This design comes from an exercise in tuning for small area, a short achievable clock period and few clock cycles per item on the open sky130 flow, not from production work.
RTL that was checked went through simulation tests only; none was proved equivalent to the original.
For run 5, only the layout was checked, not whether the RTL still works.

**flow/design.v**
```verilog
`default_nettype none
package esc_pkg;
  localparam int unsigned SecondsW = 6;
  localparam int unsigned MinutesW = 6;
  localparam int unsigned HoursW   = 5;
  localparam int unsigned WeekdayW = 3;
  localparam int unsigned YearW    = 8;
  localparam int unsigned MonthW   = 4;
  localparam int unsigned DayW     = 5;
  localparam int unsigned EpochW   = 32;
  localparam int unsigned DaysW    = 16;
  localparam logic [5:0] SecsPerMin   = 6'd60;
  localparam logic [5:0] MinsPerHour  = 6'd60;
  localparam logic [5:0] HoursPerDay  = 6'd24;
  localparam logic [5:0] DaysPerWeek  = 6'd7;
  localparam logic [YearW-1:0] CenturySkipOff = 8'd130;
  localparam logic [MonthW-1:0] LastMonthIdx  = 4'd11;
  localparam logic [MonthW-1:0] FebIdx        = 4'd1;
  function automatic logic is_leap(input logic [YearW-1:0] year_off);
    is_leap = (year_off[1:0] == 2'd2) && (year_off != CenturySkipOff);
  endfunction
  function automatic logic [8:0] year_len(input logic [YearW-1:0] year_off);
    year_len = is_leap(year_off) ? 9'd366 : 9'd365;
  endfunction
  function automatic logic [4:0] month_len(input logic [MonthW-1:0] idx,
                                           input logic leap);
    logic [4:0] len;
    case (idx)
      4'd0:    len = 5'd31;
      4'd1:    len = leap ? 5'd29 : 5'd28;
      4'd2:    len = 5'd31;
      4'd3:    len = 5'd30;
      4'd4:    len = 5'd31;
      4'd5:    len = 5'd30;
      4'd6:    len = 5'd31;
      4'd7:    len = 5'd31;
      4'd8:    len = 5'd30;
      4'd9:    len = 5'd31;
      4'd10:   len = 5'd30;
      default: len = 5'd31;
    endcase
    month_len = len;
  endfunction
  function automatic logic [WeekdayW-1:0] weekday_of(input logic [2:0] r);
    logic [WeekdayW-1:0] wd;
    case (r)
      3'd0:    wd = 3'd5;
      3'd1:    wd = 3'd6;
      3'd2:    wd = 3'd7;
      3'd3:    wd = 3'd1;
      3'd4:    wd = 3'd2;
      3'd5:    wd = 3'd3;
      3'd6:    wd = 3'd4;
      default: wd = 3'd1;
    endcase
    weekday_of = wd;
  endfunction
endpackage
`default_nettype wire
`default_nettype none
module epoch_seconds_to_calendar_top (
  input  wire logic        clk,
  input  wire logic        rst,
  input  wire logic        din_valid,
  output wire logic        din_ready,
  input  wire logic [31:0] din_epoch_seconds,
  output wire logic        dout_valid,
  input  wire logic        dout_ready,
  output wire logic [5:0]  dout_second_of_minute,
  output wire logic [5:0]  dout_minute_of_hour,
  output wire logic [4:0]  dout_hour_of_day,
  output wire logic [2:0]  dout_weekday,
  output wire logic [7:0]  dout_year_offset,
  output wire logic [3:0]  dout_month_number,
  output wire logic [4:0]  dout_day_of_month
);
  logic adv;
  logic v1, v2, v3;
  assign adv       = !v3 || dout_ready;
  assign din_ready = adv;
  logic [24:0] x0;
  logic [18:0] a0, a1, a2, a3, a4;
  logic [18:0] s1, c1, s2, c2, s3, c3;
  logic [5:0]  r1_xa;
  logic [6:0]  s1_g;       
  assign x0 = din_epoch_seconds[31:7];
  assign r1_xa = x0[24:19];
  assign s1_g[0] = 64'h9696969696969696 >> r1_xa & 1'b1;
  assign s1_g[1] = 64'h2bd42bd42bd42bd4 >> r1_xa & 1'b1;
  assign s1_g[2] = 64'hcce73318cce73318 >> r1_xa & 1'b1;
  assign s1_g[3] = 64'hf0f83c1f0f07c3e0 >> r1_xa & 1'b1;
  assign s1_g[4] = 64'h00ffc01ff007fc00 >> r1_xa & 1'b1;
  assign s1_g[5] = 64'hff00001ffff80000 >> r1_xa & 1'b1;
  assign s1_g[6] = 64'hffffffe000000000 >> r1_xa & 1'b1;
  assign a0 = 19'(x0[24:7]);
  assign a1 = 19'(x0[24:8]);
  assign a2 = 19'(x0[24:13]);
  assign a3 = 19'(x0[24:17]);
  assign a4 = 19'(s1_g);
  assign s1 = a0 ^ a1 ^ a2;
  assign c1 = ((a0 & a1) | (a0 & a2) | (a1 & a2)) << 1;
  assign s2 = s1 ^ c1 ^ a3;
  assign c2 = ((s1 & c1) | (s1 & a3) | (c1 & a3)) << 1;
  assign s3 = s2 ^ c2 ^ a4;
  assign c3 = ((s2 & c2) | (s2 & a4) | (c2 & a4)) << 1;
  logic [18:0] p0;
  assign p0 = s3 + c3;
  logic [15:0] r1_qe;
  logic [17:0] r1_lo;      
  logic [10:0] s2_r;       
  logic        s2_c;       
  logic [5:0]  r1_qb;
  logic [5:0]  s2_q4e;
  logic [11:0] s2_l;
  logic [11:0] s2_rp;
  logic [15:0] s2_qe;
  assign s2_qe  = r1_qe;
  assign s2_r   = r1_lo[17:7] - ({s2_qe[1:0], 9'd0} + {s2_qe[3:0], 7'd0} + {s2_qe[5:0], 5'd0}
                                 + {s2_qe[9:0], 1'd0} + s2_qe[10:0]);
  assign s2_c   = (s2_r >= 11'd675);
  logic        s2_ga, s2_gb;
  assign s2_ga  = (s2_qe >= 16'd47541);
  assign s2_gb  = (s2_qe >= 16'd47540);
  assign r1_qb  = s2_qe[15:10];
  assign s2_q4e[0] = 64'h6da4b6d24b6d24b6 >> r1_qb & 1'b1;
  assign s2_q4e[1] = 64'h71c738e38c71c738 >> r1_qb & 1'b1;
  assign s2_q4e[2] = 64'h81f83f03f07e07c0 >> r1_qb & 1'b1;
  assign s2_q4e[3] = 64'hfe003ffc007ff800 >> r1_qb & 1'b1;
  assign s2_q4e[4] = 64'h00003fffff800000 >> r1_qb & 1'b1;
  assign s2_q4e[5] = 64'hffffc00000000000 >> r1_qb & 1'b1;
  assign s2_l[0] = 64'h925b492db492db49 >> r1_qb & 1'b1;
  assign s2_l[1] = 64'h8e38c71c738e38c7 >> r1_qb & 1'b1;
  assign s2_l[2] = 64'h13a3762e44ecdc89 >> r1_qb & 1'b1;
  assign s2_l[3] = 64'h7198cee2339dc447 >> r1_qb & 1'b1;
  assign s2_l[4] = 64'h62237733bb111889 >> r1_qb & 1'b1;
  assign s2_l[5] = 64'h7c3c783c3c1e1f0e >> r1_qb & 1'b1;
  assign s2_l[6] = 64'h1264c912748d3b46 >> r1_qb & 1'b1;
  assign s2_l[7] = 64'h9c4771dc4711dc77 >> r1_qb & 1'b1;
  assign s2_l[8] = 64'he0787e1f87e1e078 >> r1_qb & 1'b1;
  assign s2_l[9] = 64'h9224c9324c9324c9 >> r1_qb & 1'b1;
  assign s2_l[10] = 64'he3b88e2388e2388e >> r1_qb & 1'b1;
  assign s2_l[11] = 64'h6e6446ee446ee446 >> r1_qb & 1'b1;
  logic [11:0] s2_rpa, s2_rpb;
  assign s2_rpa = s2_qe[11:0] + s2_l + {11'd0, s2_ga};
  assign s2_rpb = s2_qe[11:0] + s2_l + {10'd0, s2_gb, !s2_gb};
  assign s2_rp  = s2_c ? s2_rpb : s2_rpa;
  logic [6:0]  s2_ha;
  logic [5:0]  s2_he;
  logic [8:0]  s2_l2;
  logic [8:0]  s2_hr;      
  assign s2_ha = s2_r[10:4];
  assign s2_he[0] = 128'h6cd993264c993264c99b366cd9b366cc >> s2_ha & 1'b1;
  assign s2_he[1] = 128'h70e1e3c78f1e3c78f1e3c78f1e3c78f0 >> s2_ha & 1'b1;
  assign s2_he[2] = 128'h7f01fc07f01fc07f01fc07f01fc07f00 >> s2_ha & 1'b1;
  assign s2_he[3] = 128'h8001fff8001fff8001fff8001fff8000 >> s2_ha & 1'b1;
  assign s2_he[4] = 128'h0001ffffffe0000001ffffffe0000000 >> s2_ha & 1'b1;
  assign s2_he[5] = 128'h0001fffffffffffffe00000000000000 >> s2_ha & 1'b1;
  assign s2_l2[0] = 128'h6cd993264c993264c99b366cd9b366cc >> s2_ha & 1'b1;
  assign s2_l2[1] = 128'h1c3870e1c3870e1c3878f1e3c78f1e3c >> s2_ha & 1'b1;
  assign s2_l2[2] = 128'h03f80fe03f80fe03f807f01fc07f01fc >> s2_ha & 1'b1;
  assign s2_l2[3] = 128'hfff8001fff8001fff8000fffc000fffc >> s2_ha & 1'b1;
  assign s2_l2[4] = 128'hfff80000007ffffff80000003ffffffc >> s2_ha & 1'b1;
  assign s2_l2[5] = 128'h932193264c993264ce64c993264c9930 >> s2_ha & 1'b1;
  assign s2_l2[6] = 128'h1c3e1c3870e1c3870f870e1c3870e1c0 >> s2_ha & 1'b1;
  assign s2_l2[7] = 128'he03fe03f80fe03f80ff80fe03f80fe00 >> s2_ha & 1'b1;
  assign s2_l2[8] = 128'h6ce66ce64c66ce64c664c66ce64c66cc >> s2_ha & 1'b1;
  assign s2_hr = {s2_r[5:0], r1_lo[6:4]} + s2_l2;
  function automatic logic [2:0] add7(input logic [2:0] a, input logic [2:0] b);
    logic [3:0] t;
    t = {1'b0, a} + {1'b0, b};
    add7 = t[2:0] + {2'd0, t[3]};
  endfunction
  logic [2:0] s2_wa, s2_wb, s2_wq;
  assign s2_wa = add7(add7(s2_qe[2:0], s2_qe[5:3]), s2_qe[8:6]);
  assign s2_wb = add7(add7(s2_qe[11:9], s2_qe[14:12]), 3'd4 + {2'd0, s2_qe[15]});
  assign s2_wq = add7(s2_wa, s2_wb);
  logic [11:0] r2_rp;
  logic        r2_c;
  logic [5:0]  r2_q4e;
  logic [5:0]  r2_he;
  logic [8:0]  r2_hr;
  logic [3:0]  r2_e;       
  logic [2:0]  r2_wq;
  logic [11:0] s3_r;       
  logic [6:0]  s3_n;
  logic [2:0]  s3_nn;      
  logic [8:0]  s3_off;
  logic [8:0]  s3_doy;
  logic [7:0]  s3_ya;      
  assign s3_r = r2_rp;
  assign s3_n[0] = (s3_r >= 12'd365);
  assign s3_n[1] = (s3_r >= 12'd730);
  assign s3_n[2] = (s3_r >= 12'd1095);
  assign s3_n[3] = (s3_r >= 12'd1461);
  assign s3_n[4] = (s3_r >= 12'd1826);
  assign s3_n[5] = (s3_r >= 12'd2191);
  assign s3_n[6] = (s3_r >= 12'd2556);
  always_comb begin
    s3_nn = 3'd0;
    for (int i = 0; i < 7; i++) if (s3_n[i]) s3_nn = 3'(i + 1);
  end
  always_comb begin
    case (s3_nn)
      3'd0: s3_off = 9'd0;
      3'd1: s3_off = 9'd365;
      3'd2: s3_off = 9'd218;
      3'd3: s3_off = 9'd71;
      3'd4: s3_off = 9'd437;
      3'd5: s3_off = 9'd290;
      3'd6: s3_off = 9'd143;
      3'd7: s3_off = 9'd508;
      default: s3_off = 9'd0;
    endcase
  end
  assign s3_doy = s3_r[8:0] - s3_off;
  assign s3_ya  = {r2_q4e, 2'd0} + {5'd0, s3_nn} - 8'd2;
  logic [11:1] t;
  logic [3:0]  s3_mp;
    assign t[1] = (s3_doy >= 9'd31);
  assign t[2] = (s3_doy >= 9'd61);
  assign t[3] = (s3_doy >= 9'd92);
  assign t[4] = (s3_doy >= 9'd122);
  assign t[5] = (s3_doy >= 9'd153);
  assign t[6] = (s3_doy >= 9'd184);
  assign t[7] = (s3_doy >= 9'd214);
  assign t[8] = (s3_doy >= 9'd245);
  assign t[9] = (s3_doy >= 9'd275);
  assign t[10] = (s3_doy >= 9'd306);
  assign t[11] = (s3_doy >= 9'd337);
  always_comb begin
    s3_mp = 4'd0;
    for (int i = 1; i <= 11; i++) if (t[i]) s3_mp = 4'(i);
  end
  logic [2:0] s3_w4;
  logic [2:0] s3_wd;
  assign s3_w4 = add7(r2_wq, {2'd0, r2_c});
  assign s3_wd = (s3_w4 == 3'd7) ? 3'd1 : s3_w4 + 3'd1;
  logic        s3_hc;
  logic [7:0]  s3_hrem;
  logic [5:0]  s3_h1;
  assign s3_hc   = (r2_hr >= 9'd225);
  assign s3_hrem = s3_hc ? 8'(r2_hr - 9'd225) : r2_hr[7:0];
  assign s3_h1   = r2_he + {5'd0, s3_hc};
  logic [9:0]  s3_z;       
  assign s3_z = {s3_hrem, r2_e[3:2]};
  logic [6:0]  s3_ma;
  logic [5:0]  s3_me;
  logic [4:0]  s3_l3;
  logic [4:0]  s3_mr;      
  assign s3_ma = s3_z[9:3];
  assign s3_me[0] = 128'hcc999933326664ccc999933326664ccc >> s3_ma & 1'b1;
  assign s3_me[1] = 128'hf0e1e1c3c387870f0e1e1c3c387870f0 >> s3_ma & 1'b1;
  assign s3_me[2] = 128'h00fe01fc03f807f00fe01fc03f807f00 >> s3_ma & 1'b1;
  assign s3_me[3] = 128'h00fffe0003fff8000fffe0003fff8000 >> s3_ma & 1'b1;
  assign s3_me[4] = 128'h00fffffffc0000000fffffffc0000000 >> s3_ma & 1'b1;
  assign s3_me[5] = 128'h00fffffffffffffff000000000000000 >> s3_ma & 1'b1;
  assign s3_l3[0] = 128'hcc999933326664ccc999933326664ccc >> s3_ma & 1'b1;
  assign s3_l3[1] = 128'hf0e1e1c3c387870f0e1e1c3c387870f0 >> s3_ma & 1'b1;
  assign s3_l3[2] = 128'h00fe01fc03f807f00fe01fc03f807f00 >> s3_ma & 1'b1;
  assign s3_l3[3] = 128'h00fffe0003fff8000fffe0003fff8000 >> s3_ma & 1'b1;
  assign s3_l3[4] = 128'hcc6666ccce6664ccc6666ccce6664ccc >> s3_ma & 1'b1;
  assign s3_mr = s3_z[4:0] + s3_l3;
  logic [4:0]  r3_dl;      
  logic [3:0]  r3_mp;
  logic [7:0]  r3_ya;
  logic [2:0]  r3_wd;
  logic [4:0]  r3_h;
  logic [5:0]  r3_me;
  logic [4:0]  r3_mr;
  logic [1:0]  r3_s;
  logic [4:0]  s4_cum;     
  logic [3:0]  s4_month;
  always_comb begin
    case (r3_mp)
      4'd0: begin s4_cum = 5'd31; s4_month = 4'd3; end
      4'd1: begin s4_cum = 5'd30; s4_month = 4'd4; end
      4'd2: begin s4_cum = 5'd28; s4_month = 4'd5; end
      4'd3: begin s4_cum = 5'd27; s4_month = 4'd6; end
      4'd4: begin s4_cum = 5'd25; s4_month = 4'd7; end
      4'd5: begin s4_cum = 5'd24; s4_month = 4'd8; end
      4'd6: begin s4_cum = 5'd23; s4_month = 4'd9; end
      4'd7: begin s4_cum = 5'd21; s4_month = 4'd10; end
      4'd8: begin s4_cum = 5'd20; s4_month = 4'd11; end
      4'd9: begin s4_cum = 5'd18; s4_month = 4'd12; end
      4'd10: begin s4_cum = 5'd17; s4_month = 4'd1; end
      4'd11: begin s4_cum = 5'd16; s4_month = 4'd2; end
      default: begin s4_cum = 5'd0; s4_month = 4'd0; end
    endcase
  end
  logic        s4_mc;
  assign s4_mc = (r3_mr >= 5'd15);
  assign dout_valid            = v3;
  assign dout_second_of_minute = {(s4_mc ? 4'(r3_mr - 5'd15) : r3_mr[3:0]), r3_s};
  assign dout_minute_of_hour   = r3_me + {5'd0, s4_mc};
  assign dout_hour_of_day      = r3_h;
  assign dout_weekday          = r3_wd;
  assign dout_year_offset      = r3_ya + {7'd0, r3_mp >= 4'd10};
  assign dout_month_number     = s4_month;
  assign dout_day_of_month     = r3_dl - s4_cum;
  always_ff @(posedge clk) begin
    if (rst) begin
      v1 <= 1'b0;
      v2 <= 1'b0;
      v3 <= 1'b0;
    end else if (adv) begin
      v1 <= din_valid;
      v2 <= v1;
      v3 <= v2;
    end
  end
  always_ff @(posedge clk) begin
    if (adv) begin
      r1_qe    <= p0[18:3];
      r1_lo    <= din_epoch_seconds[17:0];
      r2_rp    <= s2_rp;
      r2_c     <= s2_c;
      r2_q4e   <= s2_q4e;
      r2_he    <= s2_he;
      r2_hr    <= s2_hr;
      r2_e     <= r1_lo[3:0];
      r2_wq    <= s2_wq;
      r3_dl    <= s3_doy[4:0];
      r3_mp    <= s3_mp;
      r3_ya    <= s3_ya;
      r3_wd    <= s3_wd;
      r3_h     <= (s3_h1 >= 6'd24) ? 5'(s3_h1 - 6'd24) : s3_h1[4:0];
      r3_me    <= s3_me;
      r3_mr    <= s3_mr;
      r3_s     <= r2_e[1:0];
    end
  end
endmodule
`default_nettype wire
```
**flow/flow/run.sh**
```bash
#!/bin/bash
# The standard layout (the standard.sh: ORFS synthesis through finish) with timing repair
# aimed at 5 ns of setup slack, and the port buffers made with buf_1 cells.
set -euo pipefail
bash standard.sh SETUP_SLACK_MARGIN=5 'BUFFER_PORTS_ARGS=-buffer_cell sky130_fd_sc_hd__buf_1' finish > standard_finish.log 2>&1
```
**flow/standard.sh**
```bash
#!/bin/bash
# synth_recipe.tcl (not shown) runs the flow's synth.tcl, then flattens the netlist and writes it again
# the make line also repeats each setting of config.mk as NAME=value (left out here)
make -C /OpenROAD-flow-scripts/flow DESIGN_CONFIG=/design/flow/config.mk WORK_HOME=/design/flow/orfs CLKGATE_MAP_FILE= SYNTH_SCRIPT=/design/flow/synth_recipe.tcl "${@:-finish}"
```
**flow/config.mk**
```make
export PLATFORM = sky130hd
export DESIGN_NAME = epoch_seconds_to_calendar_top
export DESIGN_NICKNAME = epoch_seconds_to_calendar_top
export VERILOG_FILES = /design/flow/design.v
export SDC_FILE = /design/flow/constraint.sdc
export NUM_CORES = 4
export LEC_CHECK = 0
export CAP_MARGIN = 20
export CORE_MARGIN = 2
export CORE_UTILIZATION = 40
export SLEW_MARGIN = 20
```
**flow/constraint.sdc**
```tcl
create_clock -name core_clock -period 11.0 [get_ports {clk}]
set_input_delay 2.2000 -clock core_clock [delete_from_list [all_inputs] [get_ports {clk}]]
set_output_delay 2.2000 -clock core_clock [all_outputs]
set_load 0.01 [all_outputs]
```
==> impl_metrics.csv, run 1 <==
group,metric,value,unit
layout,drive_gt1_frac,0.1257,
synth,yosys.area.top_type,"edfxtp_1",
global_routing,first_global_vias,11820,
global_routing,grt_overflow,0,
global_routing,antenna_found_initial,1,
layout,antenna_cells,0,
die,ios,75,
synth,syn_area,14480,um^2
placement,dpl_cell_area,15180,um^2
detailed_routing,postRouteAntennaNets,0,
detailed_routing,avgViaCountPerCell,5.608,
global_routing,grt_max_degree,114,
die,rows,69,
setup_path,critical-path-top-delay-family,"adder cells",
setup_path,end_kind,"register",
layout,final_core_util,0.4807,
sta,post-route-period-util,0.5475,
layout,final_nets,2055,
layout,fin_area,17100,um^2
clock_network,clkLatencyLatePin,440,ps
synth,yosysSeqAreaShare,0.2385,
synth,ys_types,89,
global_routing,grt_pass1_wl,58.64,mm
detailed_routing,drc,0,
placement,io_buffers,74,
setup_path,start_kind,"register",
clock_network,numClockSinks,116,
die,die_h,194.2,um
layout,mostFrequentLayoutCell,"ha_1",
outcome,outcome,"finished clean",
clock_network,cts-root-buf,"clkbuf_16",
sta,period_minus_slack,6022,ps
placement,dp_slack,4103,ps
synth,ys.flop_type,"edfxtp_1",
setup_path,cp_slowest_cell,"or4_4",
sta,worst_pin_slew,945.4,ps
sta,setup_viol,0,
setup_path,worst-path-max-fanout,9,
sta,fmax,166.1,MHz
synth,syn_area_per_cell,8.758,um^2
setup_path,worstPathArrival,6220,ps
die,dieArea,37730,um^2
sta,hold_viol,0,
clock_network,cts_hold_buf,0,
flow_run,drv_cap,0,
sta,rsz0062_at_grt,"yes",
clock_network,cts_tree,"yes",
placement,hpwl,24.57,mm
synth,synth_nets,1947,
setup_path,critical_path_class,"register to register",
placement,gp_congestion,0.8527,
detailed_routing,first_pass_iters,5,
clock_network,cts_buffer_depth,2,
global_routing,grt_use_total,0.1882,
synth,synth_warnings,1,
detailed_routing,drt_iter0_markers,1052,
sta,slew-limit-headroom,0.3652,
synth,synth_edf_count,113,
layout,syn_to_final_growth,18.12,%
sta,maxSlewViolCount,0,
layout,fill_cells,3318,
clock_network,cts.clk_slew.worst_paths,70,ps
detailed_routing,via_count,12530,
synth,synth.top_cell.area_share,0.2344,
sta,worst_slack,4978,ps
die,core,35570,um^2
setup_path,worst_path_largest_cell_delay,560,ps
layout,final_cell_mix,"ha_1 (190), nand2_1 (144), inv_1 (135), a21oi_1 (132), nor2_1 (114)",
synth,async_flop_share,0,
detailed_routing,wirelength,36.52,mm
synth,synthCells,1653,
detailed_routing,avgRoutedWirePerCell,16.34,um
clock_network,cts_buffers,17,
die,initial_core_util,0.4070,
sta,setup-tns-final,0,ps
worst_hold_path,hold_class,"register to register",
setup_path,crit_required,11190,ps
synth,synth_area_leaders,"edfxtp_1 (23%), ha_1 (18%), fa_1 (7.2%)",
setup_path,crit_buf_inv,6,
sta,fin_skew,17.86,ps
synth,ys_ff_latch,116,
die,die_w,194.2,um
clock_network,htreeDepth,4,
sta,hold_slack,420.0,ps
-- layout make-up --
class	count	area, um^2	area share
Tap cell	461	576.8	0.03373
Multi-Input combinational cell	1308	10550	0.6169
Timing Repair Buffer	171	1375	0.08042
Clock buffer	17	425.4	0.02488
Timing Repair inverter	1	5.005	0.0002927
Sequential cell	116	3453	0.2020
Clock inverter	15	148.9	0.008708
Inverter	146	565.5	0.03307
-- metrics by stage --
stage | instances
2_1_floorplan | 1653
4_1_cts | 2209
3_5_place_dp | 2122
6_report | 2235
3_3_place_gp | 2122
5_1_grt | 2235
-- worst register-to-register path, delay by kind of cell, from the launching register on --
family          cells  cell delay (ps)
xor+xnor            3              450
buf+inv             6              630
flops               1              480
fa+ha+maj           6             1880
compound gates     12             1800
simple gates        1              560
-- path summary, 6_finish.rpt --
kind / slack (ps) / endpoint / start / cells after the start
max: 4980 / r2_hr[8] / r1_qe[0] / 28
min: 420 / r2_e[3] / r1_lo[3] / 0
max reg2reg: 4980 / r2_hr[8] / r1_qe[0] / 28
min reg2reg: 420 / r2_e[3] / r1_lo[3] / 0
-- state kept, by name, summed over array words and instances, names as in the netlist --
signal	count
r1_lo	18
r1_qe	16
r2_rp	12
r2_hr	9
r3_ya	8
r2_he	6
r2_q4e	6
r3_me	6
r3_dl	5
r3_h	5
r3_mr	5
r2_e	4
r3_mp	4
r2_wq	3
r3_wd	3
r3_s	2
r2_c	1
v1	1
v2	1
v3	1
-- routing by layer --
layer  share of wire  vias to the layer above  track usage
met3           0.057                       51      0.03374
met5         0.00038                        -            0
met2            0.48                      407       0.3146
met4           0.017                        2      0.05079
met1            0.45                     5904       0.2501
li1                -                     6169            -
-- logic make-up after synthesis --
kind of cell	Yosys count	share of synthesized area
AO/OA/AOI/OAI	490	0.2189
XOR/XNOR	132	0.08367
adder cells (fa/ha/maj)	258	0.2500
buffers and inverters	229	0.06163
flip-flops	116	0.2385
multiplexers	31	0.02368
AND/OR/NAND/NOR	397	0.1236
-- cell usage after synthesis (16+ instances only) --
cell	count
ha_1	206
nand2_1	144
inv_1	142
a21oi_1	140
nor2_1	117
edfxtp_1	113
o21ai_0	102
xnor2_1	89
clkbuf_1	52
fa_1	52
xor2_1	38
a211oi_1	33
a21o_1	31
nor3_1	28
o211ai_1	28
nand3_1	26
mux2i_1	23
buf_2	17
nor2b_1	16
o21bai_1	16
-- repair_timing --
action / CTS / global route
endpoints found under the setup margin: 17 / 16
hold endpoints to repair: 0 / 0
buffers inserted: 47 / 23
pin swaps: 24 / 27
gates resized for setup: 57 / 60
gates cloned: 8 / 3
Testbench counts, summed over its fixed seeds: cycles 8,024, items 8,000.
==> run 2, diff against run 1 <==
--- a/flow/config.mk
+++ b/flow/config.mk
@@ -8,4 +8,4 @@
 export CAP_MARGIN = 20
 export CORE_MARGIN = 2
-export CORE_UTILIZATION = 40
+export CORE_UTILIZATION = 55
 export SLEW_MARGIN = 20
==> run 2 against run 1 <==
Final cell count fell by 5.5%. Synthesized area did not move. Core utilization rose by 17 points.
==> impl_metrics.csv, run 2 <==
group,metric,value,unit
outcome,outcome,"finished clean",
setup_path,worst-r2r-setup-slack,5040,ps
die,initial_core_util,0.5571,
synth,synth_edf_count,113,
clock_network,numClockSinks,116,
clock_network,cts_hold_buf,0,
setup_path,crit_required,11160,ps
setup_path,worstPathArrival,6120,ps
synth,synth.top_cell.area_share,0.2344,
worst_hold_path,hold_class,"register to register",
synth,async_flop_share,0,
clock_network,cts_buffer_depth,2,
setup_path,end_kind,"register",
clock_network,clkLatencyLatePin,430,ps
sta,worst_slack,5036,ps
synth,ys.flop_type,"edfxtp_1",
synth,yosys.area.top_type,"edfxtp_1",
clock_network,cts_buffers,17,
global_routing,grt_use_total,0.2531,
synth,synth_common_cells,"ha_1 (206), nand2_1 (144), inv_1 (142), a21oi_1 (140), nor2_1 (117)",
synth,synth_area_leaders,"edfxtp_1 (23%), ha_1 (18%), fa_1 (7.2%)",
synth,synthCells,1653,
synth,syn_area,14480,um^2
detailed_routing,drt_iter0_markers,1204,
detailed_routing,avgViaCountPerCell,5.942,
global_routing,first_global_vias,11800,
worst_hold_path,hold_depth,0,
clock_network,cts.clk_slew.worst_paths,60,ps
flow_run,drv_cap,0,
sta,hold_viol,0,
sta,fin_skew,20.59,ps
layout,syn_to_final_growth,17.41,%
synth,ys_ff_latch,116,
clock_network,cts-root-buf,"clkbuf_16",
placement,hpwl,23.86,mm
layout,largest_reg_flops,18,
setup_path,critical_path_class,"register to register",
clock_network,cts_tree,"yes",
sta,setup_viol,0,
detailed_routing,wirelength,36.38,mm
placement,io_buffers,74,
detailed_routing,via_count,12550,
die,ios,75,
die,die_h,166.2,um
global_routing,antenna_found_initial,0,
sta,period_minus_slack,5964,ps
global_routing,grt_max_degree,90,
synth,syn_area_per_cell,8.758,um^2
detailed_routing,postRouteAntennaNets,0,
global_routing,grt_pass1_wl,58.31,mm
sta,fmax,167.7,MHz
setup_path,worst-path-max-fanout,6,
synth,synth_nets,1947,
layout,mostFrequentLayoutCell,"ha_1",
detailed_routing,drc,0,
setup_path,r2r_cells,27,
layout,final_nets,2058,
layout,final_cell_mix,"ha_1 (189), nand2_1 (142), a21oi_1 (133), inv_1 (128), nor2_1 (115)",
global_routing,grt_overflow,0,
placement,gp_congestion,0.9017,
layout,antenna_cells,0,
sta,rsz0062_at_grt,"yes",
placement,dp_slack,4082,ps
detailed_routing,first_pass_iters,6,
synth,ys_types,89,
setup_path,startpoint,"r1_qe[1]",
layout,reg_top3,"r1_lo x18, r1_qe x16, r2_rp x12",
setup_path,start_kind,"register",
synth,yosysSeqAreaShare,0.2385,
setup_path,r2r_end,"r2_hr[8]",
die,die_w,166.2,um
synth,yosysMostFrequentCell,"ha_1",
sta,maxSlewViolCount,0,
setup_path,setup.worst_path.end,"r2_hr[8]",
die,core,25980,um^2
sta,post-route-period-util,0.5422,
die,dieArea,27630,um^2
setup_path,reg2reg_from,"r1_qe[1]",
sta,worst_pin_slew,1100,ps
detailed_routing,avgRoutedWirePerCell,17.22,um
layout,drive_gt1_frac,0.1322,
clock_network,htreeDepth,4,
layout,top_register,"r1_lo",
die,rows,59,
sta,slew-limit-headroom,0.2617,
sta,setup-tns-final,0,ps
layout,final_core_util,0.6541,
synth,synth_warnings,1,
==> run 2: cell counts after synthesis <==
No cell type changed its count.
==> run 2: kinds of logic (layout without fill, tap and decap cells) <==
family          count (synthesis)  in the layout  synth area share
compound gates                490            490            0.2189
simple gates                  397            397            0.1236
fa+ha+maj                     258            258            0.2500
buf+inv                       229            351           0.06163
xor+xnor                      132            134           0.08367
flops                         116            116            0.2385
mux                            31             31           0.02368
==> run 2: critical path: stages (launching register included) <==
cell and delay [ps]:
edfxtp_1 480, buf_6 170, ha_4 260, fa_1 450, fa_1 510, inv_1 70
ha_4 160, or4_4 520, a31oi_4 200, buf_12 140, xor2_4 70, buf_12 140
a311oi_1 320, a21o_1 160, a21oi_1 100, a221oi_2 340, ha_2 260, inv_2 40
fa_2 360, inv_2 50, a21oi_1 50, o21bai_1 160, a21oi_1 80, o21bai_1 160
a21o_1 130, a21oi_1 70, xnor2_1 140, xnor2_1 120
==> run 2: area by class of cell <==
| class | instances | area (um^2) |
|---|---|---|
| Clock inverter | 15 | 145.1 |
| Sequential cell | 116 | 3453 |
| Tap cell | 335 | 419.2 |
| Multi-Input combinational cell | 1310 | 10640 |
| Timing Repair Buffer | 171 | 1331 |
| Timing Repair inverter | 2 | 12.51 |
| Fill cell | 2157 | 8989 |
| Inverter | 146 | 569.3 |
| Clock buffer | 17 | 425.4 |
==> run 2: worst min-delay path by stage <==
stage | endpoint | from
finish | r3_s[0] | r2_e[0]
global route | r2_e[3] | r1_lo[3]
CTS | r3_s[0] | r2_e[0]
detailed placement | r3_s[0] | r2_e[0]
global placement | r2_e[1] | r1_lo[1]
floorplan | r2_e[0] | r1_lo[0]
==> run 2: metal layers <==
layer / global-route usage / up-vias / share of wire
li1: - / 6183 / -
met1: 0.3338 / 5826 / 0.43
met2: 0.4332 / 451 / 0.48
met3: 0.03217 / 90 / 0.058
met4: 0.08321 / 0 / 0.031
met5: 0 / - / 0
==> run 2: through the flow <==
| step | area, um^2 | cells | hold slack, ps |
|---|---|---|---|
| after global placement | 15010 | 1995 | 402.9 |
| after floorplan | 14510 | 1653 | 400.3 |
| after global routing | 17000 | 2112 | 421.1 |
| after detailed placement | 15010 | 1995 | 404.5 |
| final | 17000 | 2112 | 421.3 |
| after CTS | 16400 | 2083 | 419.3 |
==> run 2: repair_timing <==
item / in CTS / in global routing
setup endpoints to repair: 18 / 18
setup buffers: 47 / 24
pin swaps: 23 / 38
cloned: 9 / 4
resized for setup: 54 / 69
==> run 3, diff against run 2 <==
--- a/flow/config.mk
+++ b/flow/config.mk
@@ -6,6 +6,6 @@
 export NUM_CORES = 4
 export LEC_CHECK = 0
-export CAP_MARGIN = 20
+export CAP_MARGIN = 0
 export CORE_MARGIN = 2
-export CORE_UTILIZATION = 55
-export SLEW_MARGIN = 20
+export CORE_UTILIZATION = 40
+export SLEW_MARGIN = 0
==> run 3 against run 2 <==
Critical path depth increased by 1. Hold slack got worse by 1.4 ps. Via count is 0.14% lower. Setup slack got worse by 58 ps. Final cell count is 5.8% higher. Wire length increased by 0.40%. Critical endpoint unchanged. Core utilization shrank 17 points. Synthesized cell count did not move. Final area grew 0.60%. Clock skew is 2.7 ps lower. Still clean. Sequential cell count is the same.
==> impl_metrics.csv, run 3 <==
group,metric,value,unit
setup_path,worst_path_largest_cell_delay,560,ps
detailed_routing,drc,0,
synth,ys_types,89,
global_routing,grt_pass1_wl,58.64,mm
clock_network,numClockSinks,116,
sta,worst_pin_slew,945.4,ps
synth,syn_area_per_cell,8.758,um^2
synth,synth_nets,1947,
synth,synth.top_cell.area_share,0.2344,
synth,syn_area,14480,um^2
synth,yosys.area.top_type,"edfxtp_1",
sta,post-route-period-util,0.5475,
global_routing,grt_max_degree,114,
clock_network,cts_buffers,17,
setup_path,critical_path_class,"register to register",
setup_path,r2r_cells,28,
outcome,outcome,"finished clean",
clock_network,cts.clk_slew.worst_paths,70,ps
die,die_h,194.2,um
global_routing,grt_use_total,0.1882,
global_routing,grt_overflow,0,
detailed_routing,avgViaCountPerCell,5.608,
detailed_routing,postRouteAntennaNets,0,
die,rows,69,
setup_path,cp_slowest_cell,"or4_4",
sta,hold_viol,0,
die,dieArea,37730,um^2
layout,final_nets,2055,
synth,synthCells,1653,
sta,rsz0062_at_grt,"yes",
global_routing,antenna_found_initial,1,
detailed_routing,via_count,12530,
clock_network,cts-root-buf,"clkbuf_16",
die,die_w,194.2,um
synth,synth_edf_count,113,
placement,io_buffers,74,
worst_hold_path,hold_class,"register to register",
clock_network,clkLatencyLatePin,440,ps
setup_path,worst-path-max-fanout,9,
detailed_routing,first_pass_iters,5,
clock_network,cts_hold_buf,0,
global_routing,first_global_vias,11820,
setup_path,crit_required,11190,ps
worst_hold_path,hold_end,"r2_e[3]",
layout,final_cell_mix,"ha_1 (190), nand2_1 (144), inv_1 (135), a21oi_1 (132), nor2_1 (114)",
layout,mostFrequentLayoutCell,"ha_1",
setup_path,critical-path-top-delay-family,"adder cells",
synth,async_flop_share,0,
setup_path,r2r_end,"r2_hr[8]",
placement,gp_congestion,0.8527,
layout,reg_top3,"r1_lo x18, r1_qe x16, r2_rp x12",
synth,yosysMostFrequentCell,"ha_1",
layout,top_register,"r1_lo",
setup_path,start_kind,"register",
setup_path,worst-r2r-setup-slack,4980,ps
sta,setup-tns-final,0,ps
sta,fin_skew,17.86,ps
setup_path,end_kind,"register",
clock_network,htreeDepth,4,
die,core,35570,um^2
die,ios,75,
setup_path,worstPathArrival,6220,ps
synth,synth_common_cells,"ha_1 (206), nand2_1 (144), inv_1 (142), a21oi_1 (140), nor2_1 (117)",
layout,largest_reg_flops,18,
setup_path,reg2reg_from,"r1_qe[0]",
die,initial_core_util,0.4070,
synth,ys.flop_type,"edfxtp_1",
layout,syn_to_final_growth,18.12,%
flow_run,drv_cap,0,
sta,period_minus_slack,6022,ps
synth,ys_ff_latch,116,
detailed_routing,wirelength,36.52,mm
clock_network,cts_buffer_depth,2,
setup_path,crit_buf_inv,6,
detailed_routing,drt_iter0_markers,1052,
detailed_routing,avgRoutedWirePerCell,16.34,um
sta,fmax,166.1,MHz
clock_network,cts_tree,"yes",
placement,hpwl,24.57,mm
worst_hold_path,hold_depth,0,
synth,synth_area_leaders,"edfxtp_1 (23%), ha_1 (18%), fa_1 (7.2%)",
sta,maxSlewViolCount,0,
layout,drive_gt1_frac,0.1257,
worst_hold_path,hold_start,"r1_lo[3]",
synth,synth_warnings,1,
sta,slew-limit-headroom,0.3652,
sta,setup_viol,0,
synth,yosysSeqAreaShare,0.2385,
layout,antenna_cells,0,
[run 3: routing by layer]
metal,track usage,share of wire,wire length [um],vias to the layer above
met5,0,0.00038,14,-
met4,0.05079,0.017,636,2
met3,0.03374,0.057,2090,51
met2,0.3146,0.48,17390,407
met1,0.2501,0.45,16390,5904
li1,-,-,-,6169
[run 3: cell type report]
type                            instances  area, um^2
Timing Repair inverter                  1       5.005
Timing Repair Buffer                  171        1375
Fill cell                            3318       18470
Tap cell                              461       576.8
Sequential cell                       116        3453
Inverter                              146       565.5
Multi-Input combinational cell       1308       10550
Clock inverter                         15       148.9
Clock buffer                           17       425.4
[run 3: kinds of logic (layout without fill, tap and decap cells)]
kind of cell             after synthesis  in the layout  synth area share
buffers and inverters                229            350           0.06163
flip-flops                           116            116            0.2385
multiplexers                          31             31           0.02368
AO/OA/AOI/OAI                        490            490            0.2189
AND/OR/NAND/NOR                      397            397            0.1236
adder cells (fa/ha/maj)              258            258            0.2500
XOR/XNOR                             132            132           0.08367
[run 3: how the worst max path moves through the flow]
stage                                from   endpoint  slack (ps)  cells past startpoint
finish                           r1_qe[0]   r2_hr[8]        4980                     28
global route                     r1_qe[0]   r2_hr[8]        4750                     28
CTS                              r1_qe[1]   r2_hr[8]        4980                     28
floorplan           din_epoch_seconds[16]  r1_qe[15]        4840                     15
global placement                 r1_qe[4]   r2_hr[8]        4170                     28
detailed placement               r1_qe[4]   r2_hr[8]        4100                     28
[run 3: timing repair]
item,in CTS,in global routing
endpoints found under the setup margin,17,16
buffers inserted,47,23
gates resized for setup,57,60
gates cloned,8,3
pin swaps,24,27
[run 3: through the flow]
step	util	cell area (um^2)	hold WS [ps]	setup WS, ps	instances
finish	0.4807	17100	420.0	4978	2235
global route	0.4807	17100	425.1	4755	2235
CTS	0.4667	16600	423.1	4985	2209
detailed placement	0.4268	15180	411.8	4103	2122
global placement	0.4268	15180	401.7	4169	2122
floorplan	-	14510	400.3	4839	1653
==> run 4, diff against run 3 <==
--- a/flow/design.v
+++ b/flow/design.v
@@ -148,5 +148,4 @@
   logic [5:0]  s2_he;
   logic [8:0]  s2_l2;
-  logic [8:0]  s2_hr;      
   assign s2_ha = s2_r[10:4];
   assign s2_he[0] = 128'h6cd993264c993264c99b366cd9b366cc >> s2_ha & 1'b1;
@@ -165,5 +164,4 @@
   assign s2_l2[7] = 128'he03fe03f80fe03f80ff80fe03f80fe00 >> s2_ha & 1'b1;
   assign s2_l2[8] = 128'h6ce66ce64c66ce64c664c66ce64c66cc >> s2_ha & 1'b1;
-  assign s2_hr = {s2_r[5:0], r1_lo[6:4]} + s2_l2;
   function automatic logic [2:0] add7(input logic [2:0] a, input logic [2:0] b);
     logic [3:0] t;
@@ -179,6 +177,7 @@
   logic [5:0]  r2_q4e;
   logic [5:0]  r2_he;
-  logic [8:0]  r2_hr;
-  logic [3:0]  r2_e;       
+  logic [8:0]  r2_l2;
+  logic [5:0]  r2_rl;      
+  logic [6:0]  r2_e;       
   logic [2:0]  r2_wq;
   logic [11:0] s3_r;       
@@ -236,9 +235,11 @@
   assign s3_w4 = add7(r2_wq, {2'd0, r2_c});
   assign s3_wd = (s3_w4 == 3'd7) ? 3'd1 : s3_w4 + 3'd1;
+  logic [8:0]  s3_hr;      
   logic        s3_hc;
   logic [7:0]  s3_hrem;
   logic [5:0]  s3_h1;
-  assign s3_hc   = (r2_hr >= 9'd225);
-  assign s3_hrem = s3_hc ? 8'(r2_hr - 9'd225) : r2_hr[7:0];
+  assign s3_hr   = {r2_rl, r2_e[6:4]} + r2_l2;
+  assign s3_hc   = (s3_hr >= 9'd225);
+  assign s3_hrem = s3_hc ? 8'(s3_hr - 9'd225) : s3_hr[7:0];
   assign s3_h1   = r2_he + {5'd0, s3_hc};
   logic [9:0]  s3_z;       
@@ -317,6 +318,7 @@
       r2_q4e   <= s2_q4e;
       r2_he    <= s2_he;
-      r2_hr    <= s2_hr;
-      r2_e     <= r1_lo[3:0];
+      r2_l2    <= s2_l2;
+      r2_rl    <= s2_r[5:0];
+      r2_e     <= r1_lo[6:0];
       r2_wq    <= s2_wq;
       r3_dl    <= s3_doy[4:0];
--- a/flow/config.mk
+++ b/flow/config.mk
@@ -6,6 +6,6 @@
 export NUM_CORES = 4
 export LEC_CHECK = 0
-export CAP_MARGIN = 0
+export CAP_MARGIN = 20
 export CORE_MARGIN = 2
 export CORE_UTILIZATION = 40
-export SLEW_MARGIN = 0
+export SLEW_MARGIN = 20
==> run 4 against run 3 <==
Largest cell class unchanged. Final cell count is 4.8% higher. Clock-buffer cell count did not move. Critical path depth down 11. Final area down 0.22%.
==> impl_metrics.csv, run 4 <==
group,metric,value,unit
layout,top_register,"r1_lo",
clock_network,numClockSinks,124,
sta,worst_pin_slew,957.5,ps
layout,reg_top3,"r1_lo x18, r1_qe x16, r2_rp x12",
synth,ys_ff_latch,124,
die,die_h,200.1,um
synth,synth_area_leaders,"edfxtp_1 (24%), ha_1 (16%), fa_1 (6.8%)",
setup_path,reg2reg_from,"r1_qe[4]",
setup_path,start_kind,"primary input",
layout,fill_cells,3690,
synth,ys.flop_type,"edfxtp_1",
synth,syn_area_per_cell,8.644,um^2
setup_path,critical_path_class,"primary input to register",
synth,synthCells,1779,
worst_hold_path,hold_class,"register to register",
detailed_routing,wirelength,37.38,mm
setup_path,worst-path-max-fanout,3,
clock_network,cts-root-buf,"clkbuf_16",
die,dieArea,40030,um^2
worst_hold_path,hold_start,"r1_lo[1]",
worst_hold_path,hold_depth,0,
layout,final_cell_mix,"ha_1 (199), inv_1 (148), nand2_1 (143), nor2_1 (135), a21oi_1 (135)",
clock_network,cts.clk_slew.worst_paths,60,ps
sta,hold_viol,0,
synth,yosysMostFrequentCell,"ha_1",
global_routing,grt_max_degree,125,
die,ios,75,
layout,syn_to_final_growth,10.95,%
layout,mostFrequentLayoutCell,"ha_1",
global_routing,grt_use_total,0.1858,
die,rows,71,
sta,post-route-period-util,0.5370,
detailed_routing,postRouteAntennaNets,0,
synth,ys_types,91,
synth,synth.top_cell.area_share,0.2363,
setup_path,startpoint,"din_epoch_seconds[17]",
layout,final_nets,2108,
clock_network,clkLatencyLatePin,450,ps
synth,yosysSeqAreaShare,0.2402,
clock_network,cts_buffers,17,
global_routing,grt_pass1_wl,60.14,mm
synth,synth_common_cells,"ha_1 (201), inv_1 (150), nand2_1 (144), a21oi_1 (138), nor2_1 (137)",
sta,slew-limit-headroom,0.3598,
layout,drive_gt1_frac,0.08297,
setup_path,end_kind,"register",
detailed_routing,first_pass_iters,8,
die,initial_core_util,0.4073,
clock_network,cts_tree,"yes",
placement,io_buffers,74,
setup_path,crit_required,11200,ps
sta,setup-tns-final,0,ps
synth,synth_warnings,1,
sta,maxSlewViolCount,0,
layout,antenna_cells,0,
detailed_routing,via_count,13320,
layout,register_area,3694,um^2
sta,hold_slack,428.7,ps
layout,multi_input_area,10910,um^2
global_routing,antenna_found_initial,0,
layout,largest_reg_flops,18,
die,core,37760,um^2
setup_path,r2r_cells,24,
placement,gp_congestion,0.8928,
synth,synth_nets,2068,
layout,finalNonFillerCells,2343,
sta,setup_viol,0,
synth,synth_edf_count,121,
sta,period_minus_slack,5907,ps
global_routing,grt_overflow,0,
placement,hpwl,26.43,mm
global_routing,first_global_vias,12220,
placement,placed_cells,2287,
detailed_routing,avgViaCountPerCell,5.684,
setup_path,worstPathArrival,6100,ps
sta,rsz0062_at_grt,"yes",
synth,syn_area,15380,um^2
detailed_routing,avgRoutedWirePerCell,15.95,um
outcome,outcome,"finished clean",
sta,fin_skew,12.17,ps
detailed_routing,drc,0,
synth,async_flop_share,0,
clock_network,htreeDepth,4,
detailed_routing,drt_iter0_markers,980,
synth,yosys.area.top_type,"edfxtp_1",
die,die_w,200.1,um
clock_network,cts_buffer_depth,2,
flow_run,drv_cap,0,
sta,fmax,169.3,MHz
run 4: changes by cell type in the layout (fill, tap and decap cells not counted), moves of 9 or more:
cell / delta
mux2i_1: -11
o21ai_0: +29
nor2_1: +21
a31oi_1: +11
o21ai_1: -11
xnor2_1: -10
inv_1: +13
nand2b_1: +10
buf_4: -39
ha_4: -12
nand3_1: +15
ha_1: +9
run 4: kinds of logic (layout without fill, tap and decap cells):
group | count (synthesis) | after routing | share of synthesized area
AO/OA/AOI/OAI | 561 | 561 | 0.2426
XOR/XNOR | 114 | 115 | 0.06859
adder cells (fa/ha/maj) | 256 | 256 | 0.2333
buffers and inverters | 247 | 299 | 0.06444
flip-flops | 124 | 124 | 0.2402
multiplexers | 21 | 21 | 0.01587
AND/OR/NAND/NOR | 456 | 456 | 0.1350
run 4: worst max-delay path, stage by stage:
cell      delay, ps
buf_8           100
fa_1            520
inv_1            50
fa_1            490
inv_2            40
fa_1            460
ha_1            310
a41oi_2         210
o21bai_2        120
a211oi_2        300
o21ai_2         100
nand2_1         130
o21ai_2          80
o41a_1          420
a211o_1         350
a21oi_2         140
xnor2_1          70
run 4: through the flow:
stage	setup WS, ps	utilization	cell area [um^2]
after detailed placement	4372	0.4258	16070
after global placement	4553	0.4258	16070
after CTS	4985	0.4440	16760
after global routing	4914	0.4519	17060
final	5093	0.4519	17060
after floorplan	4955	-	15400
run 4: per-layer routing:
| layer | part of all wire | track usage | wire length, um |
|---|---|---|---|
| met5 | 0 | 0 | 0 |
| met4 | 0.020 | 0.06063 | 740 |
| met3 | 0.057 | 0.02907 | 2140 |
| met2 | 0.47 | 0.3122 | 17620 |
| met1 | 0.45 | 0.2446 | 16880 |
run 4: timing repair:
item | 4_1_cts | 5_1_grt
gates resized for setup | 8 | 43
hold buffers | 0 | 0
pin swaps | 1 | 20
setup buffers | 9 | 12
cloned | 1 | 2
setup endpoints to repair | 10 | 14
run 4: final timing paths:
kind | slack [ps] | endpoint
worst max-delay path | 5090 | r1_qe[15]
worst min-delay path | 430 | r2_e[1]
worst max register to register | 5250 | r2_rp[10]
worst min register to register | 430 | r2_e[1]
run 4: final cells by class:
class                           instances  share of cell area
Sequential cell                       124              0.2165
Clock buffer                           17             0.02493
Clock inverter                         15            0.008947
Inverter                              154             0.03410
Timing Repair Buffer                  113             0.03872
Multi-Input combinational cell       1409              0.6393
Tap cell                              511             0.03747
Testbench counts of run 4, summed over its fixed seeds: cycles 8,024, items 8,000.
==> run 5, diff against run 4 <==
--- a/flow/design.v
+++ b/flow/design.v
@@ -148,4 +148,5 @@
   logic [5:0]  s2_he;
   logic [8:0]  s2_l2;
+  logic [8:0]  s2_hr;      
   assign s2_ha = s2_r[10:4];
   assign s2_he[0] = 128'h6cd993264c993264c99b366cd9b366cc >> s2_ha & 1'b1;
@@ -155,13 +156,6 @@
   assign s2_he[4] = 128'h0001ffffffe0000001ffffffe0000000 >> s2_ha & 1'b1;
   assign s2_he[5] = 128'h0001fffffffffffffe00000000000000 >> s2_ha & 1'b1;
-  assign s2_l2[0] = 128'h6cd993264c993264c99b366cd9b366cc >> s2_ha & 1'b1;
-  assign s2_l2[1] = 128'h1c3870e1c3870e1c3878f1e3c78f1e3c >> s2_ha & 1'b1;
-  assign s2_l2[2] = 128'h03f80fe03f80fe03f807f01fc07f01fc >> s2_ha & 1'b1;
-  assign s2_l2[3] = 128'hfff8001fff8001fff8000fffc000fffc >> s2_ha & 1'b1;
-  assign s2_l2[4] = 128'hfff80000007ffffff80000003ffffffc >> s2_ha & 1'b1;
-  assign s2_l2[5] = 128'h932193264c993264ce64c993264c9930 >> s2_ha & 1'b1;
-  assign s2_l2[6] = 128'h1c3e1c3870e1c3870f870e1c3870e1c0 >> s2_ha & 1'b1;
-  assign s2_l2[7] = 128'he03fe03f80fe03f80ff80fe03f80fe00 >> s2_ha & 1'b1;
-  assign s2_l2[8] = 128'h6ce66ce64c66ce64c664c66ce64c66cc >> s2_ha & 1'b1;
+  assign s2_l2 = 9'(({s2_he[3:0], 5'd0} - {3'd0, s2_he}) - {s2_he[0], 8'd0});   
+  assign s2_hr = {s2_r[5:0], r1_lo[6:4]} + s2_l2;
   function automatic logic [2:0] add7(input logic [2:0] a, input logic [2:0] b);
     logic [3:0] t;
@@ -177,7 +171,6 @@
   logic [5:0]  r2_q4e;
   logic [5:0]  r2_he;
-  logic [8:0]  r2_l2;
-  logic [5:0]  r2_rl;      
-  logic [6:0]  r2_e;       
+  logic [8:0]  r2_hr;
+  logic [3:0]  r2_e;       
   logic [2:0]  r2_wq;
   logic [11:0] s3_r;       
@@ -235,11 +228,9 @@
   assign s3_w4 = add7(r2_wq, {2'd0, r2_c});
   assign s3_wd = (s3_w4 == 3'd7) ? 3'd1 : s3_w4 + 3'd1;
-  logic [8:0]  s3_hr;      
   logic        s3_hc;
   logic [7:0]  s3_hrem;
   logic [5:0]  s3_h1;
-  assign s3_hr   = {r2_rl, r2_e[6:4]} + r2_l2;
-  assign s3_hc   = (s3_hr >= 9'd225);
-  assign s3_hrem = s3_hc ? 8'(s3_hr - 9'd225) : s3_hr[7:0];
+  assign s3_hc   = (r2_hr >= 9'd225);
+  assign s3_hrem = s3_hc ? 8'(r2_hr - 9'd225) : r2_hr[7:0];
   assign s3_h1   = r2_he + {5'd0, s3_hc};
   logic [9:0]  s3_z;       
@@ -256,9 +247,5 @@
   assign s3_me[4] = 128'h00fffffffc0000000fffffffc0000000 >> s3_ma & 1'b1;
   assign s3_me[5] = 128'h00fffffffffffffff000000000000000 >> s3_ma & 1'b1;
-  assign s3_l3[0] = 128'hcc999933326664ccc999933326664ccc >> s3_ma & 1'b1;
-  assign s3_l3[1] = 128'hf0e1e1c3c387870f0e1e1c3c387870f0 >> s3_ma & 1'b1;
-  assign s3_l3[2] = 128'h00fe01fc03f807f00fe01fc03f807f00 >> s3_ma & 1'b1;
-  assign s3_l3[3] = 128'h00fffe0003fff8000fffe0003fff8000 >> s3_ma & 1'b1;
-  assign s3_l3[4] = 128'hcc6666ccce6664ccc6666ccce6664ccc >> s3_ma & 1'b1;
+  assign s3_l3 = {s3_me[4] ^ s3_me[0], s3_me[3:0]};                     
   assign s3_mr = s3_z[4:0] + s3_l3;
   logic [4:0]  r3_dl;      
@@ -318,7 +305,6 @@
       r2_q4e   <= s2_q4e;
       r2_he    <= s2_he;
-      r2_l2    <= s2_l2;
-      r2_rl    <= s2_r[5:0];
-      r2_e     <= r1_lo[6:0];
+      r2_hr    <= s2_hr;
+      r2_e     <= r1_lo[3:0];
       r2_wq    <= s2_wq;
       r3_dl    <= s3_doy[4:0];
==> flow/run.sh (new file) <==
#!/bin/bash
# synth_recipe.tcl (not shown) runs the flow's synth.tcl, then flattens the netlist and writes it again
# the make line also repeats each setting of config.mk as NAME=value (left out here)
make -C /OpenROAD-flow-scripts/flow DESIGN_CONFIG=/design/flow/config.mk WORK_HOME=/design/flow/orfs CLKGATE_MAP_FILE= SYNTH_SCRIPT=/design/flow/synth_recipe.tcl finish
--- a/flow/config.mk
+++ b/flow/config.mk
@@ -9,3 +9,4 @@
 export CORE_MARGIN = 2
 export CORE_UTILIZATION = 40
+export SETUP_SLACK_MARGIN = 5
 export SLEW_MARGIN = 20
removed: flow/flow/run.sh
removed: flow/standard.sh
==> run 5 against run 4 <==
Register-to-register slack lost 650 ps. Fmax shrank 7.8%. Die area shrank 9.7%. Synthesized cell count shrank 16%. Non-clock buffer count grew 42.
==> impl_metrics.csv, run 5 <==
group,metric,value,unit
outcome,outcome,"finished clean",
detailed_routing,avgViaCountPerCell,5.473,
detailed_routing,postRouteAntennaNets,0,
setup_path,end_kind,"register",
sta,fmax,156.1,MHz
detailed_routing,via_count,11430,
layout,largest_reg_flops,18,
synth,syn_area,13860,um^2
detailed_routing,wl_met2,16.46,mm
layout,drive_gt1_frac,0.1593,
clock_network,cts-root-buf,"clkbuf_16",
detailed_routing,drc,0,
clock_network,cts_buffer_depth,2,
detailed_routing,wl_met3,1.439,mm
setup_path,r2r_cells,34,
global_routing,first_global_vias,11210,
sta,rsz0062_at_grt,"yes",
sta,setup_viol,0,
clock_network,cts_buffers,17,
die,dieArea,36160,um^2
synth,synth.top_cell.area_share,0.2448,
layout,final_core_util,0.4896,
detailed_routing,topRoutingLayerUsed,"met4",
global_routing,grt_overflow,0,
placement,io_buffers,74,
synth,ys_types,97,
clock_network,cts_tree,"yes",
layout,final_cell_mix,"ha_1 (176), inv_1 (144), edfxtp_1 (113), a21oi_1 (112), nand2_1 (102)",
layout,mostFrequentLayoutCell,"ha_1",
sta,period_minus_slack,6405,ps
setup_path,worstPathArrival,6590,ps
synth,syn_area_per_cell,9.259,um^2
clock_network,numClockSinks,116,
setup_path,cp_slowest_cell,"fa_1",
synth,synth_nets,1791,
detailed_routing,wl_met1,15.00,mm
die,core,34370,um^2
worst_hold_path,hold_class,"register to register",
synth,synth_area_leaders,"edfxtp_1 (24%), ha_1 (18%), fa_1 (7.9%)",
sta,fin_skew,11.57,ps
placement,hpwl,23.57,mm
setup_path,worst-path-max-fanout,7,
global_routing,antenna_found_initial,0,
sta,hold_viol,0,
flow_run,drv_cap,0,
synth,yosysMostFrequentCell,"ha_1",
detailed_routing,drt_iter0_markers,761,
die,ios,75,
setup_path,start_kind,"register",
detailed_routing,first_pass_iters,5,
sta,post-route-period-util,0.5822,
synth,synth_edf_count,113,
setup_path,cp_num_cells,34,
setup_path,critical-path-top-delay-family,"adder cells",
synth,ys.flop_type,"edfxtp_1",
layout,final_nets,1913,
setup_path,critical_path_class,"register to register",
detailed_routing,wirelength,33.52,mm
clock_network,cts.clk_slew.worst_paths,60,ps
layout,top_register,"r1_lo",
clock_network,htreeDepth,4,
sta,hold_slack,417.4,ps
sta,worst_pin_slew,1008,ps
worst_hold_path,hold_depth,0,
layout,reg_top3,"r1_lo x18, r1_qe x16, r2_rp x12",
setup_path,worst-r2r-setup-slack,4600,ps
detailed_routing,avgRoutedWirePerCell,16.05,um
sta,maxSlewViolCount,0,
clock_network,clkLatencyLatePin,440,ps
setup_path,crit_buf_inv,7,
clock_network,cts_hold_buf,0,
die,initial_core_util,0.4032,
die,rows,68,
synth,synthCells,1497,
global_routing,grt_use_total,0.1883,
setup_path,worst_path_largest_cell_delay,540,ps
synth,synth_common_cells,"ha_1 (203), inv_1 (155), a21oi_1 (120), edfxtp_1 (113), nand2_1 (103)",
sta,setup-tns-final,0,ps
global_routing,grt_max_degree,61,
synth,yosys.area.top_type,"edfxtp_1",
synth,async_flop_share,0,
synth,ys_ff_latch,116,
setup_path,crit_required,11190,ps
synth,synth_warnings,1,
global_routing,grt_pass1_wl,55.44,mm
placement,gp_congestion,0.8751,
die,die_h,190.2,um
sta,slew-limit-headroom,0.3259,
setup_path,crit_path_frequent_cell,"ha_4",
die,die_w,190.2,um
synth,yosysSeqAreaShare,0.2491,
layout,syn_to_final_growth,21.42,%
## run 5: routing by layer
| metal | up-vias | track usage |
|---|---|---|
| met3 | 47 | 0.02675 |
| met1 | 5389 | 0.2391 |
| li1 | 5667 | - |
| met4 | 0 | 0.05933 |
| met5 | - | 0 |
| met2 | 325 | 0.3302 |
## run 5: logic make-up after synthesis
kind of cell / after synthesis / synth area share
AND/OR/NAND/NOR: 352 / 0.1243
AO/OA/AOI/OAI: 400 / 0.1899
XOR/XNOR: 124 / 0.08043
multiplexers: 31 / 0.03268
buffers and inverters: 215 / 0.06012
flip-flops: 116 / 0.2491
adder cells (fa/ha/maj): 259 / 0.2634
## run 5: through the flow
| stage | area, um^2 | worst slack, ps | instances |
|---|---|---|---|
| detailed placement | 15150 | 3555 | 1982 |
| global placement | 15150 | 3697 | 1982 |
| CTS | 16700 | 4673 | 2081 |
| finish | 16830 | 4596 | 2088 |
| floorplan | 14000 | 4340 | 1497 |
| global route | 16830 | 4336 | 2087 |
## run 5: cell type report
class                           instances  area, um^2
Sequential cell                       116        3453
Fill cell                            3158       17540
Timing Repair Buffer                  155        1349
Clock inverter                         15       172.7
Multi-Input combinational cell       1169       10240
Antenna cell                            1       2.502
Inverter                              160       614.3
Clock buffer                           17       425.4
Tap cell                              455       569.3
## run 5: timing repair
action / 4_1_cts / 5_1_grt
setup endpoints to repair: 21 / 7
gates cloned: 3 / 1
gates resized for setup: 112 / 40
endpoints found under the hold margin: 0 / 0
buffers inserted: 64 / 5
pin swaps: 47 / 18
## run 5: worst reg2reg max path, delay by kind of cell, from the launching register on
| kind | cells | cell delay, ps |
|---|---|---|
| AO/OA/AOI/OAI | 12 | 1670 |
| adder cells (fa/ha/maj) | 9 | 2600 |
| AND/OR/NAND/NOR | 1 | 50 |
| flip-flops | 1 | 400 |
| XOR/XNOR | 5 | 760 |
| buffers and inverters | 7 | 690 |
## run 5: final timing paths
path / from / end
worst max register to register: r1_qe[0] / r2_hr[8]
worst min-delay path: r2_e[0] / r3_s[0]
worst min register to register: r2_e[0] / r3_s[0]
worst max-delay path: r1_qe[0] / r2_hr[8]

## separate check: timing with driven ports
No port has a modelled driver above. Below, the same layouts with a new extraction and two added sets of constraints.
Step 1 sets driving cells, clkbuf_16 on the clock port and buf_2 on the other inputs (assumed; they add their load-dependent delay and slew).
Step 2 adds t to the input delays and takes it off the output delays; t is the mean of the earliest and latest rising clock arrival at the registers after step 1. Input paths then give back, and output paths get back, about the clock's delay inside the block.
a / b / c = ideal ports / drivers / drivers and shift; a / b = the first two.
run	t, ns	setup slack, ns	latest minus earliest clock arrival (ns)
run 1	0.488	4.978 / 4.978 / 4.626	0.018 / 0.017
run 2	0.468	5.036 / 5.036 / 4.649	0.020 / 0.021
run 3	0.488	4.978 / 4.978 / 4.626	0.018 / 0.017
run 4	0.496	5.093 / 5.108 / 4.612	0.012 / 0.012
run 5	0.485	4.596 / 4.596 / 4.596	0.011 / 0.011
After both steps every run listed still meets setup and hold. For run 4, which loses most, drivers alone change the setup slack by +0.015 ns; drivers and shift together by -0.481 ns.
